This design comes from an exercise in tuning for small area, a short achievable clock period and few clock cycles per item on the open sky130 flow, not from production work. In this exercise RTL edits were held to simulation tests only and were not proved equivalent to the original. No activity file was given, so power comes from the tool's default toggle rates.

Setup of run 1:
==> flow/design.v (excerpt) <==
module poly_actor
(
    input  logic                            clk,
    input  logic                            rst,
    input  logic                            cmd_req,
    input  poly_pkg::cmd_word_t             cmd_data,
    output logic                            cmd_ack,
    input  logic                            data_req,
    input  logic [poly_pkg::word_size-1:0]  data_in,
    output logic                            data_ack,
    output logic                            out_req,
    output poly_pkg::out_token_t            out_token,
    input  logic                            out_ack
);
    localparam int w = poly_pkg::word_size;
    localparam int lanes = 8;
    localparam int lw = $clog2(lanes);
    logic [1:0] in_req;
    logic [1:0] in_ack;
    logic [1:0] in_full;
    logic [1:0] in_wr;
    poly_pkg::cmd_word_t cq;
    logic cv;
    logic cmd_pop;
    logic [w-1:0] dq;
    logic dv;
    logic data_pop;
    assign in_req = {data_req, cmd_req};
    assign in_wr = in_req & ~in_ack & ~in_full;
    assign cmd_ack = in_ack[0];
    assign data_ack = in_ack[1];
    always_ff @(posedge clk or negedge rst)
    begin
        if (!rst)
            in_ack <= '0;
        else
            in_ack <= (in_ack & in_req) | in_wr;
    end
    token_fifo #(.width(poly_pkg::cmd_bits), .depth(2)) cmd_fifo_i
    (
        .clk(clk), .rst(rst), .wr_en(in_wr[0]), .wr_data(cmd_data), .rd_en(cmd_pop),
        .rd_data(cq), .valid(cv), .full(in_full[0])
    );
    token_fifo #(.width(w), .depth(8)) data_fifo_i
    (
        .clk(clk), .rst(rst), .wr_en(in_wr[1]), .wr_data(data_in), .rd_en(data_pop),
        .rd_data(dq), .valid(dv), .full(in_full[1])
    );
    logic [4:0] ph;
    logic [4:0] deg [poly_pkg::slot_count];
    logic [poly_pkg::slot_count-1:0] slot_ok;
    logic wr_en;
    logic [2:0] wr_slot;
    logic [4:0] wr_stage;
    logic [w-1:0] wr_data;
    logic [3:0] sel_tap;
    logic [8*w-1:0] sv;      
    coef_store store_i
    (
  ...
clock: 8.5 ns
lec_check: 0
abc_area: 1
abc_clock_period_in_ps: 3500
cap_margin: 30
core_margin: 2
core_utilization: 35
cts_cluster_diameter: 90
cts_cluster_size: 24
place_density: 0.45
setup_slack_margin: 5
slew_margin: 40
synth_memory_max_bits: 8192
run.sh (not shown) runs the stock make flow with config.mk's settings and CLKGATE_MAP_FILE= SYNTH_SCRIPT=/design/flow/synth_recipe.tcl, a recipe that flattens the netlist after the stock synthesis.
No stage failed in run 1, and the final checks on the layout all came back clean.
Testbench counts of run 1, summed over its fixed seeds: cycles 11,494, items 3,097.
The inputs of run 2 differ from those of run 1 as listed below.
- CTS_CLUSTER_DIAMETER no longer set, was 90
- ABC_AREA no longer set, was 1
- CTS_CLUSTER_SIZE no longer set, was 24
## What came out
Re multi-input combinational area share: run 2 and run 1 aren't equal, and the higher value belongs to run 2. Run 2 -> run 1: row count delta 0, exact match. Utilization: run 2 vs run 1 up 2.4 points. Taking run 2 over run 1, the total instance count after detailed placement ratio works out to 0.78. The final period demand of the worst path of run 2 is higher than that of run 1. Setup slack: run 2 vs run 1 down 0.13 ns. [run 2] first-pass GRT wire length fell about 9% relative to run 1. NOTE: highest clock frequency the design can meet in run 2 falls short of that of run 1.
--- input diff run 2..run 3 ---
- putting CTS_CLUSTER_DIAMETER at 80 where nothing was set
- putting CTS_CLUSTER_SIZE at 20 where nothing was set
Notes after the runs:
Area taken by flip-flops and latches delta (run 2 -> run 3): insignificant. [run 3] non-clock buffer count rose 1.3% relative to run 2. The lower share of the cycle needed by the critical path after routing of run 2 and run 3 is in run 3. Run 3 vs. run 2: cell count went down by 598. Compare run 2 and run 3 | total detailed-routing wirelength lower: run 3.

* * *

Starting RTL as in the previous note.
==> flow/config.mk <==
export PLATFORM = sky130hd
export DESIGN_NAME = poly_actor
export DESIGN_NICKNAME = poly_actor
export VERILOG_FILES = /design/flow/design.v
export SDC_FILE = /design/flow/constraint.sdc
export NUM_CORES = 4
export LEC_CHECK = 0
export ABC_AREA = 1
export ABC_CLOCK_PERIOD_IN_PS = 3500
export CAP_MARGIN = 30
export CORE_MARGIN = 2
export CORE_UTILIZATION = 35
export PLACE_DENSITY = 0.45
export SETUP_SLACK_MARGIN = 5
export SLEW_MARGIN = 40
export SYNTH_MEMORY_MAX_BITS = 8192
==> flow/constraint.sdc <==
create_clock -name core_clock -period 8.5 [get_ports {clk}]
set_input_delay 1.7000 -clock core_clock [delete_from_list [all_inputs] [get_ports {clk}]]
set_output_delay 1.7000 -clock core_clock [all_outputs]
set_load 0.01 [all_outputs]
The starting point finished but fails on antenna rules.
Testbench counts at the start, summed over its fixed seeds: cycles 11,494, items 3,097.
Rerun with:
CTS_CLUSTER_DIAMETER = 80   (was unset)
CTS_CLUSTER_SIZE = 20   (was unset)
Now the flow finished clean.
Design area went down by a few percent.
Non-clock buffer count stays the same.
Clock skew went up by 0.013 ns.
Total power went down by a little under a tenth.

## re-timing with driven ports
In the flow no input, the clock included, has a driving cell. The finished layouts below were timed again as built, in two steps.
Step 1, drivers: a clkbuf_16 drives clk and a buf_2 each remaining input, both assumed.
Step 2 also shifts input and output timing later by t, the mid clock arrival at the registers, as if the neighbouring blocks saw the same clock.
a / b / c = no drivers / after step 1 / after step 2; a / b = the first two.
run	shift t [ns]	setup WS [ns]	latest minus earliest clock arrival (ns)	slew at the worst register clock pin (ns)	cell pins on the clock port's net
run 1	1.174	5.067 / 4.966 / 4.614	0.111 / 0.111	0.11 / 0.11	1
run 2	1.206	4.938 / 4.813 / 4.580	0.129 / 0.129	0.07 / 0.07	1
run 3	1.137	4.987 / 4.856 / 4.586	0.137 / 0.137	0.09 / 0.09	1
the first run of note 2	1.229	5.064 / 4.963 / 4.566	0.094 / 0.094	0.07 / 0.07	1
the second run of note 2	1.180	5.057 / 4.955 / 4.684	0.094 / 0.094	0.09 / 0.09	1
For the first run of note 2, which loses most, drivers alone change the setup slack by -0.101 ns; drivers and shift together by -0.498 ns.
